Context: an optimization exercise on an open-source flow, tuned for small area, a short achievable clock period and few clock cycles per item. The choices shown serve that exercise and are no tape-out recipe. Only simulation tests tie the RTL to the original design; equivalence was not proved. Power and IR drop assume default switching activity.

[flow/config.mk]
export PLATFORM = sky130hd
export DESIGN_NAME = launch_grid_block_splitter
export DESIGN_NICKNAME = launch_grid_block_splitter
export VERILOG_FILES = /design/flow/design.v
export SDC_FILE = /design/flow/constraint.sdc
export NUM_CORES = 4
export LEC_CHECK = 0
export CAP_MARGIN = 20
export CORE_MARGIN = 2
export CORE_UTILIZATION = 40
export SLEW_MARGIN = 20
[flow/constraint.sdc]
create_clock -name core_clock -period 12.5 [get_ports {clk}]
set_input_delay 2.5000 -clock core_clock [delete_from_list [all_inputs] [get_ports {clk}]]
set_output_delay 2.5000 -clock core_clock [all_outputs]
set_load 0.01 [all_outputs]
[flow/design.v]
package lgbs_pkg;
  localparam int EXT_W = 31;
  localparam int LIM_W = 11;
  localparam int BLK_W = 34;
  localparam int THR_W = 12;
  localparam logic [1:0] ST_OK        = 2'd0;
  localparam logic [1:0] ST_EXTENT    = 2'd1;
  localparam logic [1:0] ST_GIVEN_THR = 2'd2;
  localparam logic [1:0] ST_AUTO_THR  = 2'd3;
endpackage
module lgbs_mdu (
  input  logic        op_mul,    
  input  logic        op_div,    
  input  logic        bit_i,     
  input  logic        cin,       
  input  logic [33:0] acc,
  input  logic [33:0] x,
  input  logic [30:0] n,
  output logic [33:0] res,
  output logic        qbit
);
  logic [35:0] a, b, nn1, nn2, s1, c1, s2, c2, u, v1, v2;
  logic        ci;
  always_comb begin
    a   = {1'b0, acc, 1'b0};
    b   = (!op_div && bit_i) ? {2'b00, x} : 36'd0;
    ci  = op_div ? bit_i : cin;
    nn1 = ~{5'd0, n};
    nn2 = ~{4'd0, n, 1'b0};
    s1  = a ^ b ^ nn1;
    c1  = {((a[34:0] & b[34:0]) | (a[34:0] & nn1[34:0]) | (b[34:0] & nn1[34:0])), 1'b1};
    s2  = a ^ b ^ nn2;
    c2  = {((a[34:0] & b[34:0]) | (a[34:0] & nn2[34:0]) | (b[34:0] & nn2[34:0])), 1'b1};
    u   = a + b + {35'd0, ci};
    v1  = s1 + c1 + {35'd0, ci};
    v2  = s2 + c2 + {35'd0, ci};
    qbit = !v1[35];
    if (op_mul)      res = u[33:0];
    else if (!v2[35]) res = v2[33:0];
    else if (!v1[35]) res = v1[33:0];
    else              res = u[33:0];
  end
endmodule
module launch_grid_block_splitter (
  input  logic         clk,
  input  logic         rst_n,
  input  logic         in_tvalid,
  output logic         in_tready,
  input  logic [191:0] in_tdata,
  input  logic         in_tuser,
  output logic         out_tvalid,
  input  logic         out_tready,
  output logic [191:0] out_tdata,
  input  logic         cfg_valid,
  output logic         cfg_ready,
  input  logic [2:0]   cfg_index,
  input  logic [30:0]  cfg_data
);
  localparam logic [4:0]
    S_IDLE  = 5'd0,  S_DLOAD = 5'd1,  S_DCHK  = 5'd2,  S_EXTM  = 5'd3,
    S_EXTW  = 5'd4,  S_EXTC  = 5'd5,  S_TDIV  = 5'd6,  S_TDIVW = 5'd7,
    S_TCEIL = 5'd8,  S_THR   = 5'd9,  S_THRW  = 5'd10, S_THRR  = 5'd11,
    S_GLOOP = 5'd12, S_RINIT = 5'd13, S_RHO   = 5'd14, S_FSH   = 5'd15,
    S_AMUL  = 5'd16, S_AMULW = 5'd17, S_ADIV  = 5'd18, S_ADIVW = 5'd19,
    S_ASET  = 5'd20, S_FIN   = 5'd21, S_ZERO  = 5'd22, S_DONE  = 5'd23;
  localparam logic [1:0] OP_SQ = 2'd0, OP_MUL = 2'd1, OP_DIV = 2'd2;
  localparam logic [1:0] SRC_X = 2'd0, SRC_GZ = 2'd1, SRC_BZ = 2'd2, SRC_GB = 2'd3;
  localparam logic [1:0] NS_GZ = 2'd0, NS_BZ = 2'd1, NS_GB = 2'd2;
  localparam logic [1:0] GU_IDLE = 2'd0, GU_ABS = 2'd1, GU_ITER = 2'd2;
  function automatic logic [5:0] nbits(input logic [33:0] v);
    nbits = 6'd0;
    for (int j = 0; j < 34; j++) if (v[j]) nbits = 6'(j + 1);
  endfunction
  logic [4:0]  state_r;
  logic        rdy_r;
  logic        out_valid_r;
  logic [10:0] mb_r [3];
  logic [30:0] mg_r [3];
  logic [10:0] mt_r;
  logic [1:0]  nd_r;
  logic        tiled_r;
  logic [1:0]  dim_r;
  logic [1:0]  status_r;
  logic [11:0] thr_r;
  logic [30:0] gx_r, gy_r, gz_r;
  logic [33:0] bx_r, by_r, bz_r;
  logic        mu_busy_r;
  logic [1:0]  mu_op_r;
  logic [1:0]  mu_src_r;
  logic [1:0]  mu_ns_r;
  logic [5:0]  mu_i_r;
  logic        mu_bit_r;
  logic [33:0] acc_r;
  logic [33:0] x_r;
  logic [30:0] anchor_r;
  logic [33:0] k_r;
  logic [5:0]  e_r;
  logic        xnew_r;
  logic [1:0]  gu_st_r;
  logic [30:0] ga_r, gb_r;
  logic [4:0]  gk_r;
  logic [30:0] in_g, in_l, g_fix, l_fix;
  logic [1:0]  in_nd;
  always_comb begin
    case (dim_r)
      2'd0:    begin in_g = in_tdata[32:2];  in_l = in_tdata[125:95];  end
      2'd1:    begin in_g = in_tdata[63:33]; in_l = in_tdata[156:126]; end
      default: begin in_g = in_tdata[94:64]; in_l = in_tdata[187:157]; end
    endcase
    g_fix = {in_g[30:1], in_g[0] | (in_g == 31'd0)};
    l_fix = {in_l[30:1], in_l[0] | (in_l == 31'd0)};
    in_nd = (in_tdata[1:0] == 2'd0) ? 2'd1 : in_tdata[1:0];
  end
  logic [10:0] cur_mb;
  logic [30:0] cur_mg;
  assign cur_mb = mb_r[dim_r];
  assign cur_mg = mg_r[dim_r];
  logic [5:0] eb, bm, bg, sb;
  logic       lim_zero, ext_sure, ext_amb;
  logic       g_lt_mb, l_lt_m1, g_le_l, g_le_mb;
  logic [10:0] m1;
  logic [33:0] bsel;
  always_comb begin
    eb       = nbits({3'd0, gz_r});
    bm       = nbits({23'd0, cur_mb});
    bg       = nbits({3'd0, cur_mg});
    sb       = bm + bg;
    lim_zero = (cur_mb == 11'd0) || (cur_mg == 31'd0);
    ext_sure = lim_zero || (eb > sb);
    ext_amb  = !ext_sure && (eb + 6'd2 > sb);
    g_lt_mb  = (gz_r[30:11] == 20'd0) && (gz_r[10:0] < cur_mb);
    g_le_mb  = (gz_r[30:11] == 20'd0) && (gz_r[10:0] <= cur_mb);
    m1       = g_lt_mb ? gz_r[10:0] : cur_mb;
    l_lt_m1  = (bz_r[33:11] == 23'd0) && (bz_r[10:0] < m1);
    g_le_l   = ({3'd0, gz_r} <= bz_r);
    bsel     = l_lt_m1 ? bz_r : {23'd0, m1};
  end
  logic        mu_start;
  logic [1:0]  mu_op_n, mu_src_n, mu_ns_n;
  logic [33:0] mu_xload;
  logic        mu_xload_en;
  logic [33:0] src_now, src_run;
  logic [5:0]  src_bits;
  logic [30:0] mu_n;
  logic [33:0] mu_res;
  logic        mu_q;
  logic        mu_last;
  logic        mu_may_write;
  logic        mu_done;
  logic        mu_abort;
  always_comb begin
    case (mu_src_n)
      SRC_X:   src_now = x_r;
      SRC_GZ:  src_now = {3'd0, gz_r};
      SRC_BZ:  src_now = bz_r;
      default: src_now = {3'd0, gb_r};
    endcase
    case (mu_src_r)
      SRC_X:   src_run = x_r;
      SRC_GZ:  src_run = {3'd0, gz_r};
      SRC_BZ:  src_run = bz_r;
      default: src_run = {3'd0, gb_r};
    endcase
    src_bits = nbits(src_now);
    case (mu_ns_r)
      NS_GZ:   mu_n = gz_r;
      NS_BZ:   mu_n = bz_r[30:0];
      default: mu_n = gb_r;
    endcase
  end
  assign mu_last = mu_busy_r && (mu_i_r == 6'd0);
  lgbs_mdu u_mdu (
    .op_mul (mu_op_r == OP_MUL),
    .op_div (mu_op_r == OP_DIV),
    .bit_i  (mu_bit_r),
    .cin    (mu_op_r == OP_SQ && mu_i_r == 6'd0),
    .acc    (acc_r),
    .x      (x_r),
    .n      (mu_n),
    .res    (mu_res),
    .qbit   (mu_q)
  );
  logic [30:0] gd_ab, gd_ba, gd_abs, gd_min, gd_sh;
  logic        gd_lt;
  logic        gu_term, gu_one, gu_is1, gu_ready, gu_load, gu_found;
  logic [30:0] gu_odd;
  always_comb begin
    gd_ab  = ga_r - gb_r;
    gd_ba  = gb_r - ga_r;
    gd_lt  = ga_r < gb_r;
    gd_abs = gd_lt ? gd_ba : gd_ab;
    gd_min = gd_lt ? ga_r : gb_r;
    gd_sh  = gd_abs[1] ? {1'b0, gd_abs[30:1]} : {2'b00, gd_abs[30:2]};
    gu_one  = (ga_r == 31'd1) || (gb_r == 31'd1);
    gu_term = (ga_r == 31'd0) || (ga_r == gb_r) || gu_one;
    gu_odd  = gu_one ? 31'd1 : gb_r;
    gu_is1  = gu_one && (gk_r == 5'd0);
  end
  assign gu_found = (state_r == S_RHO) && (gu_st_r == GU_ITER) && gu_term && !gu_is1;
  assign gu_ready = (gu_st_r == GU_IDLE) || ((gu_st_r == GU_ITER) && gu_term && gu_is1);
  assign gu_load  = (state_r == S_RHO) && xnew_r && gu_ready;
  assign mu_may_write = !xnew_r || gu_load;
  assign mu_done  = mu_last && ((mu_op_r != OP_SQ) || mu_may_write);
  assign mu_abort = gu_found;
  logic [4:0] state_n;
  logic       last_dim;
  logic       g_gt_mg;
  logic [30:0] inc_in, inc_out;
  logic        inc_c;
  assign last_dim = (dim_r == 2'd2);
  assign g_gt_mg  = gz_r > cur_mg;
  assign inc_in   = (state_r == S_FSH) ? {1'b0, gz_r[30:1]} : x_r[30:0];
  assign inc_c    = (state_r == S_FSH) ? gz_r[0] : (acc_r != 34'd0);
  assign inc_out  = inc_in + {30'd0, inc_c};
  always_comb begin
    state_n     = state_r;
    mu_start    = 1'b0;
    mu_op_n     = OP_MUL;
    mu_src_n    = SRC_BZ;
    mu_ns_n     = NS_GZ;
    mu_xload    = 34'd0;
    mu_xload_en = 1'b0;
    case (state_r)
      S_IDLE:  if (in_tvalid && (!out_valid_r || out_tready)) state_n = S_DLOAD;
      S_DLOAD: begin
        if (dim_r < nd_r)  state_n = S_DCHK;
        else if (last_dim) state_n = S_FIN;
      end
      S_DCHK: begin
        if (ext_sure)     state_n = S_ZERO;
        else if (ext_amb) state_n = S_EXTM;
        else if (!tiled_r) state_n = S_GLOOP;
        else if (bsel != 34'd1 && !(g_le_mb && g_le_l)) state_n = S_TDIV;
        else state_n = S_THR;
      end
      S_EXTM: begin
        mu_start    = 1'b1;
        mu_op_n     = OP_MUL;
        mu_src_n    = SRC_GB;
        mu_xload    = {23'd0, cur_mb};
        mu_xload_en = 1'b1;
        state_n     = S_EXTW;
      end
      S_EXTW:  if (mu_done) state_n = S_EXTC;
      S_EXTC: begin
        if ({3'd0, gz_r} > acc_r) state_n = S_ZERO;
        else if (!tiled_r) state_n = S_GLOOP;
        else if (bsel != 34'd1 && !(g_le_mb && g_le_l)) state_n = S_TDIV;
        else state_n = S_THR;
      end
      S_TDIV: begin
        mu_start = 1'b1;
        mu_op_n  = OP_DIV;
        mu_src_n = SRC_GZ;
        mu_ns_n  = NS_BZ;
        state_n  = S_TDIVW;
      end
      S_TDIVW: if (mu_done) state_n = S_TCEIL;
      S_TCEIL: state_n = S_THR;
      S_THR: begin
        if (bz_r == 34'd1 || bz_r == 34'd0 || thr_r == 12'd0 || thr_r == 12'd1 ||
            bz_r[33:11] != 23'd0) begin
          state_n = last_dim ? S_FIN : S_DLOAD;
        end else begin
          mu_start    = 1'b1;
          mu_op_n     = OP_MUL;
          mu_src_n    = SRC_BZ;
          mu_xload    = {22'd0, thr_r};
          mu_xload_en = 1'b1;
          state_n     = S_THRW;
        end
      end
      S_THRW: if (mu_done) state_n = S_THRR;
      S_THRR: state_n = last_dim ? S_FIN : S_DLOAD;
      S_GLOOP: state_n = g_gt_mg ? S_RINIT : S_THR;
      S_RINIT: state_n = S_RHO;
      S_RHO: begin
        if (gu_found) begin
          state_n = S_FSH;
        end else if (!mu_busy_r) begin
          mu_start = 1'b1;
          mu_op_n  = OP_SQ;
          mu_src_n = SRC_X;
          mu_ns_n  = NS_GZ;
        end
      end
      S_FSH: begin
        if (gk_r == 5'd0) state_n = (gb_r == gz_r) ? S_GLOOP : S_AMUL;
      end
      S_AMUL: begin
        mu_start    = 1'b1;
        mu_op_n     = OP_MUL;
        mu_src_n    = SRC_GB;
        mu_xload    = bz_r;
        mu_xload_en = 1'b1;
        state_n     = S_AMULW;
      end
      S_AMULW: if (mu_done) state_n = S_ADIV;
      S_ADIV: begin
        mu_start = 1'b1;
        mu_op_n  = OP_DIV;
        mu_src_n = SRC_GZ;
        mu_ns_n  = NS_GB;
        state_n  = S_ADIVW;
      end
      S_ADIVW: if (mu_done) state_n = S_ASET;
      S_ASET:  state_n = S_GLOOP;
      S_FIN:   state_n = (thr_r > {1'b0, mt_r}) ? S_ZERO : S_DONE;
      S_ZERO:  if (dim_r == 2'd2) state_n = S_DONE;
      S_DONE:  state_n = S_IDLE;
      default: state_n = S_IDLE;
    endcase
  end
  assign in_tready  = rdy_r;
  assign cfg_ready  = 1'b1;
  assign out_tvalid = out_valid_r;
  assign out_tdata  = {4'd0, status_r, bz_r[30:0], by_r[30:0], bx_r[30:0], gz_r, gy_r, gx_r};
  always_ff @(posedge clk) begin
    if (!rst_n) begin
      state_r     <= S_IDLE;
      rdy_r       <= 1'b0;
      out_valid_r <= 1'b0;
      mu_busy_r   <= 1'b0;
      gu_st_r     <= GU_IDLE;
      xnew_r      <= 1'b0;
      mb_r[0]     <= 11'd1024;
      mb_r[1]     <= 11'd1024;
      mb_r[2]     <= 11'd64;
      mg_r[0]     <= 31'd2147483647;
      mg_r[1]     <= 31'd65535;
      mg_r[2]     <= 31'd65535;
      mt_r        <= 11'd1024;
    end else begin
      state_r <= state_n;
      rdy_r   <= (state_n == S_DONE);
      if (cfg_valid) begin
        case (cfg_index)
          3'd0: mb_r[0] <= cfg_data[10:0];
          3'd1: mb_r[1] <= cfg_data[10:0];
          3'd2: mb_r[2] <= cfg_data[10:0];
          3'd3: mg_r[0] <= cfg_data;
          3'd4: mg_r[1] <= cfg_data;
          3'd5: mg_r[2] <= cfg_data;
          3'd6: mt_r    <= cfg_data[10:0];
          default: ;
        endcase
      end
      if (out_valid_r && out_tready) out_valid_r <= 1'b0;
      if (mu_start) begin
        mu_busy_r <= 1'b1;
        mu_op_r   <= mu_op_n;
        mu_src_r  <= mu_src_n;
        mu_ns_r   <= mu_ns_n;
        mu_i_r    <= (src_bits == 6'd0) ? 6'd0 : src_bits - 6'd1;
        mu_bit_r  <= (src_bits != 6'd0);
        acc_r     <= 34'd0;
        if (mu_xload_en)         x_r <= mu_xload;
        else if (mu_op_n == OP_DIV) x_r <= 34'd0;
      end else if (mu_abort) begin
        mu_busy_r <= 1'b0;
      end else if (mu_busy_r) begin
        if (!mu_last) begin
          mu_i_r   <= mu_i_r - 6'd1;
          mu_bit_r <= src_run[mu_i_r - 6'd1];
          acc_r    <= mu_res;
          if (mu_op_r == OP_DIV) x_r <= {x_r[32:0], mu_q};
        end else if (mu_done) begin
          mu_busy_r <= 1'b0;
          if (mu_op_r == OP_SQ) begin
            x_r   <= mu_res;
            acc_r <= 34'd0;
          end else begin
            acc_r <= mu_res;
            if (mu_op_r == OP_DIV) x_r <= {x_r[32:0], mu_q};
          end
        end
      end
      if (state_r == S_RINIT) begin
        x_r      <= 34'd2;
        anchor_r <= 31'd2;
        k_r      <= 34'd1;
        e_r      <= 6'd1;
        xnew_r   <= 1'b0;
        gu_st_r  <= GU_IDLE;
      end else if (state_r == S_RHO) begin
        if (gu_found) begin
          gu_st_r <= GU_IDLE;
          gb_r    <= gu_odd;
          xnew_r  <= 1'b0;
        end else begin
          if (mu_done && mu_op_r == OP_SQ) xnew_r <= 1'b1;
          else if (gu_load)                xnew_r <= 1'b0;
          if (gu_load) begin
            ga_r    <= x_r[30:0];
            gb_r    <= anchor_r;
            gu_st_r <= GU_ABS;
            if (k_r[e_r]) begin
              anchor_r <= x_r[30:0];
              e_r      <= e_r + 6'd1;
              k_r      <= 34'd1;
            end else begin
              k_r <= k_r + 34'd1;
            end
          end else if (gu_st_r == GU_ABS) begin
            ga_r    <= gd_abs;
            gb_r    <= gz_r;
            gk_r    <= 5'd0;
            gu_st_r <= GU_ITER;
          end else if (gu_st_r == GU_ITER) begin
            if (gu_term) begin
              gu_st_r <= GU_IDLE;
            end else if (!ga_r[0] && !gb_r[0]) begin
              ga_r <= {1'b0, ga_r[30:1]};
              gb_r <= {1'b0, gb_r[30:1]};
              gk_r <= gk_r + 5'd1;
            end else if (!ga_r[0]) begin
              ga_r <= ga_r[1] ? {1'b0, ga_r[30:1]} : {2'b00, ga_r[30:2]};
            end else if (!gb_r[0]) begin
              gb_r <= gb_r[1] ? {1'b0, gb_r[30:1]} : {2'b00, gb_r[30:2]};
            end else begin
              ga_r <= gd_sh;
              gb_r <= gd_min;
            end
          end
        end
      end else if (state_r == S_FSH) begin
        if (gk_r != 5'd0) begin
          gb_r <= {gb_r[29:0], 1'b0};
          gk_r <= gk_r - 5'd1;
        end
      end else if (state_r == S_DCHK) begin
        gb_r <= cur_mg;
      end
      case (state_r)
        S_IDLE: begin
          if (state_n == S_DLOAD) begin
            nd_r     <= in_nd;
            tiled_r  <= in_tuser;
            dim_r    <= 2'd0;
            status_r <= 2'd0;
            thr_r    <= 12'd1;
          end
        end
        S_DLOAD: begin
          gx_r <= gy_r;
          gy_r <= gz_r;
          bx_r <= by_r;
          by_r <= bz_r;
          if (dim_r < nd_r) begin
            gz_r <= g_fix;
            bz_r <= tiled_r ? {3'd0, l_fix} : 34'd1;
          end else begin
            gz_r <= 31'd1;
            bz_r <= 34'd1;
            if (!last_dim) dim_r <= dim_r + 2'd1;
          end
        end
        S_DCHK, S_EXTC: begin
          if (state_n == S_ZERO) begin
            status_r <= 2'd1;
            dim_r    <= 2'd0;
          end else if (state_n != S_EXTM) begin
            bz_r <= bsel;
            if (g_le_mb && g_le_l) gz_r <= 31'd1;
          end
        end
        S_TCEIL: gz_r <= inc_out;
        S_THR: begin
          if (bz_r == 34'd1) begin
          end else if (bz_r == 34'd0 || thr_r == 12'd0) begin
            thr_r <= 12'd0;
          end else if (bz_r[33:11] != 23'd0) begin
            thr_r <= 12'd2048;
          end else if (thr_r == 12'd1) begin
            thr_r <= {1'b0, bz_r[10:0]};
          end
          if (state_n == S_DLOAD) dim_r <= dim_r + 2'd1;
        end
        S_THRR: begin
          thr_r <= (acc_r > 34'd2047) ? 12'd2048 : acc_r[11:0];
          if (state_n == S_DLOAD) dim_r <= dim_r + 2'd1;
        end
        S_FSH: begin
          if (gk_r == 5'd0 && gb_r == gz_r) begin
            gz_r <= inc_out;
            bz_r <= {bz_r[32:0], 1'b0};
          end
        end
        S_ADIV: bz_r <= acc_r;
        S_ASET: gz_r <= x_r[30:0];
        S_FIN: begin
          if (state_n == S_ZERO) begin
            status_r <= tiled_r ? 2'd2 : 2'd3;
            dim_r    <= 2'd0;
          end
        end
        S_ZERO: begin
          gx_r  <= gy_r;
          gy_r  <= gz_r;
          gz_r  <= 31'd0;
          bx_r  <= by_r;
          by_r  <= bz_r;
          bz_r  <= 34'd0;
          dim_r <= dim_r + 2'd1;
        end
        S_DONE: out_valid_r <= 1'b1;
        default: ;
      endcase
    end
  end
endmodule
[flow/run.sh]
#!/bin/bash
# synth_recipe.tcl (not shown) runs the flow's synth.tcl, then flattens the netlist and writes it again
# the make line also repeats each setting of config.mk as NAME=value (left out here)
make -C /OpenROAD-flow-scripts/flow DESIGN_CONFIG=/design/flow/config.mk WORK_HOME=/design/flow/orfs CLKGATE_MAP_FILE= SYNTH_SCRIPT=/design/flow/synth_recipe.tcl finish
==> run notes <==
* Initial standard-cell utilization of the core at 40.23%
* Vias per inst at 6.492
* Power density cells at around 240 nW/µm²
* Critical-path maximum fanout at 46
* First-pass GRT wire length at around 330,000 µm
* Max frequency at around 110 MHz
* Library cell with the highest instance count after synthesis: nand2_1
* Sequential cell area at 15,790 µm²
* YS warnings at 4
* Final instance count without filler cells at 7,639
* Max_cap viols at 0
* Clock network fraction of design power at between 15 and 20%
* Peak VDD IR at 0.0001427 V
* Multi-input logic area at roughly 30,000 µm²
* LEAKAGE at 22.15 nW
* Worst path max stage delay at between 0.9 and 1 ns
* Min-delay worst type: flop to flop
* Tightest Pin Transition at 1.248 ns
* Setup bufs post-CTS at 0
* Total clock sinks at approximately 580
* Number of cell rows at 128
* Number of synthesized flops with an enable pin at about 430
* Iteration count of the initial detailed-routing pass at 7
* Switching power share of the total at 50.33%
* Sequential-to-total area share from yosys stat at 32.28%
* P&R area growth vs syn at 17.06%
* Worst Setup End Kind: flop
* Number of inserted filler cells in the final layout at 11,730
* Half-perimeter wire length after placement at between 150,000 and 200,000 µm
* Logic pwr share at 63.1%
* Vias in the first global route at 46,480
* Critical path's most frequent cell: a21oi_1
* Proportion of register bits with asynchronous set or reset after synthesis at 0%
* Overflow left after global routing at 0
* Period utilisation layout at between 70% and 80%
* Height of the die at roughly 350 µm
* Required time of the critical path at ~13 ns
* Clock tree from TritonCTS: done
* Antenna violations before repair at 13
* Boundary Pins at 427
* Fraction of final layout cells sized beyond drive strength 1 at 7.453%
* Quantity of hold-fixing buffers added after cts at 0
* Ranking of synthesized cells by instance count: nand2_1 (661), a21oi_1 (604), edfxtp_1 (427)
* Global placement routability congestion at roughly 1.0
* # H-tree levels at 3
* Total track usage at a little over a third
* Net total in the final layout at 6,575
* Netlist area before placement at a little under 50,000 µm²
* Kind of start point of the critical path: flop
* Total vias in the final route at just under 50,000
* Setup clock skew after layout at between 0.04 and 0.05 ns
* Portion of synthesized cell area occupied by the leading cell type at roughly a quarter
* Final Max Tran Viols at 0
* Final core utilization at between 40 and 50%
* Unrepaired setup endpoints after global routing: no
* Final setup violation count at 0
* Data arrival time of the critical path at slightly above 9 ns
* DIE AREA at between 100,000 and 150,000 µm²
* Kind of critical path: flop to flop
* Maximum root-to-sink buffer count at 3
* PnR Total Power at about 0.014 W
* Die X at 353.7 µm
* Library cell with the largest summed area after synthesis: edfxtp_1
* Synthesized netlist cell count at between 5,000 and 6,000
* First DRT Iteration DRCs at 6,753
* Crit-path slowest cell: a21oi_4
* Main area contributors after synthesis: edfxtp_1 (26%), ha_1 (8.2%), a21oi_1 (6.2%)
* Post-route DRC at 0
* DRT Wirelength at 229,000 µm
* Cell at the root of the clock tree: clkbuf_16
* Run status: timing/DRC/antenna clean
* Clock buffer count from CTS at between 70 and 80
* Max-slew headroom at the worst pin at roughly 16%
* Min Tclk post-route at between 8 and 9 ns
* Clk Latency, worst-skew pair at about 0.7 ns
* Remaining antenna violation count at 0
* Most used DFF post-synth: edfxtp_1
* Count of placed standard cells including taps at 7,503
* Detail-routed net length per standard cell at about 30 µm
* Number of unique standard cell types used by synthesis at about 110
* Post-Syn Area per Cell at ~8.6 µm²
* Design internal power at between 0.006 and 0.007 W
* Portion of total power attributed to sequential cells at 21.3%
* NetSw at about 0.0070 W
* Final Hold Viols at 0
* Flops & latches, synth at ~580
* Total negative slack at 0 ns
* CORE AREA at between 100,000 and 150,000 µm²
* Clk pin slew, worst setup/hold paths at approximately 0.06 ns
* Maximum number of pins on one net before global-route repair at 87
* Count of buffers from port buffering at about 420
* Post_cts resized at 0
-- per-stage QoR --
| stage | setup slack, ns | hold slack, ns | instance area [µm²] |
|---|---|---|---|
| after global placement | 3.562 | 0.4271 | 54830 |
| after CTS | 3.632 | 0.4453 | 57230 |
| after global routing | 2.902 | 0.4508 | 57240 |
| final | 3.574 | 0.4418 | 57250 |
| after floorplan | 0.2780 | 0.4332 | 48920 |
| after detailed placement | 3.720 | 0.4310 | 54830 |
-- placed cells by master, fill, tap and decap left out, types with 140 or more instances in the layout --
master           instances
nor2_1                 400
inv_1                  290
buf_4                  188
nand2_1                659
o21ai_0                262
clkdlybuf4s50_1        416
nand3_1                178
edfxtp_1               427
xnor2_1                140
a21oi_1                601
ha_1                   319
dfxtp_1                148
-- cell type report --
type                       count  share of cell area [%]
antenna                        3                 0.01311
clock buffer                  87                   3.355
clock inverter                46                  0.8327
inverter                     294                   1.928
multi-input combinational   4404                   53.00
sequential                   575                   27.57
tap                         1625                   3.552
timing repair buffer         605                   9.748
-- power by group through the flow --
stage	Combinational, W	Sequential, W	Clock (W)
after detailed placement	0.00844	0.00296	0
after global routing	0.00934	0.00295	0.00226
after CTS	0.00849	0.00292	0.00219
after global placement	0.00841	0.00295	0
final	0.00874	0.00295	0.00217
after floorplan	0.00537	0.00293	0
-- layer usage --
layer / vias up / track usage [%] / wire length [µm]
li1: 21670 / - / -
met1: 23740 / 45.23 / 87130
met2: 3420 / 53.14 / 97250
met3: 735 / 10.37 / 29880
met4: 26 / 19.21 / 14550
met5: - / 0 / 200
-- cells by family (layout without fill, tap and decap cells) --
family | Yosys count | after routing | synth area share, %
AO/OA/AOI/OAI | 1812 | 1812 | 24.69
AND/OR/NAND/NOR | 1810 | 1810 | 17.34
buffers and inverters | 738 | 1032 | 6.138
flip-flops | 575 | 575 | 32.28
adder cells (fa/ha/maj) | 392 | 392 | 11.04
XOR/XNOR | 218 | 218 | 3.904
multiplexers | 167 | 167 | 4.595
other | 2 | 8 | 0.01536
-- registers in the layout, summed over array words and instances (netlist names), 33 cells and up --
name,cells
acc_r,34
bz_r,34
k_r,34
mb_r,33
mg_r,93
x_r,34
-- worst paths after layout --
path                  from        to  slack (ns)  cells past startpoint
hold / removal    gy_r[10]  gx_r[10]        0.44                      0
hold reg to reg   gy_r[10]  gx_r[10]        0.44                      0
setup / recovery  dim_r[0]  gz_r[26]        3.57                     31
setup reg to reg  dim_r[0]  gz_r[26]        3.57                     31
-- critical path: cells and delay by family, from the launching register on --
| family | cells | cell delay, ns |
|---|---|---|
| adders and majority gates | 5 | 2.09 |
| muxes | 1 | 0.63 |
| and+or+nand+nor | 4 | 0.41 |
| AOI/OAI and AO/OA | 18 | 4.20 |
| DFF | 1 | 0.41 |
| buffers and inverters | 3 | 0.75 |
Testbench counts, summed over its fixed seeds: cycles 58,105, items 320.

-- static timing again, ports no longer ideal --
Ports are ideal in the flow. The routed layout listed here was re-timed in OpenROAD.
Step 1 (the two cells are an assumption about what drives the block):
set clk [get_ports {clk}]
set_driving_cell -lib_cell sky130_fd_sc_hd__clkbuf_16 $clk
set_driving_cell -lib_cell sky130_fd_sc_hd__buf_2 [delete_from_list [all_inputs] $clk]
Step 2 moves the port delays by t, midway between the first and last clock arrival at a register: inputs arrive t later, outputs are due t later. That takes back most of the time a late clock gives input paths.
Slacks: ideal / step 1 / step 2; pairs: ideal / step 1.
t, ns: 0.756
setup WS [ns]: 3.574 / 3.574 / 3.574
worst setup path at the end: register to register
pins driven straight from the clock port: 1
After both steps setup and hold are still met in this run. The setup slack of this run moves by 0.000 ns with the drivers and by 0.000 ns with both steps.
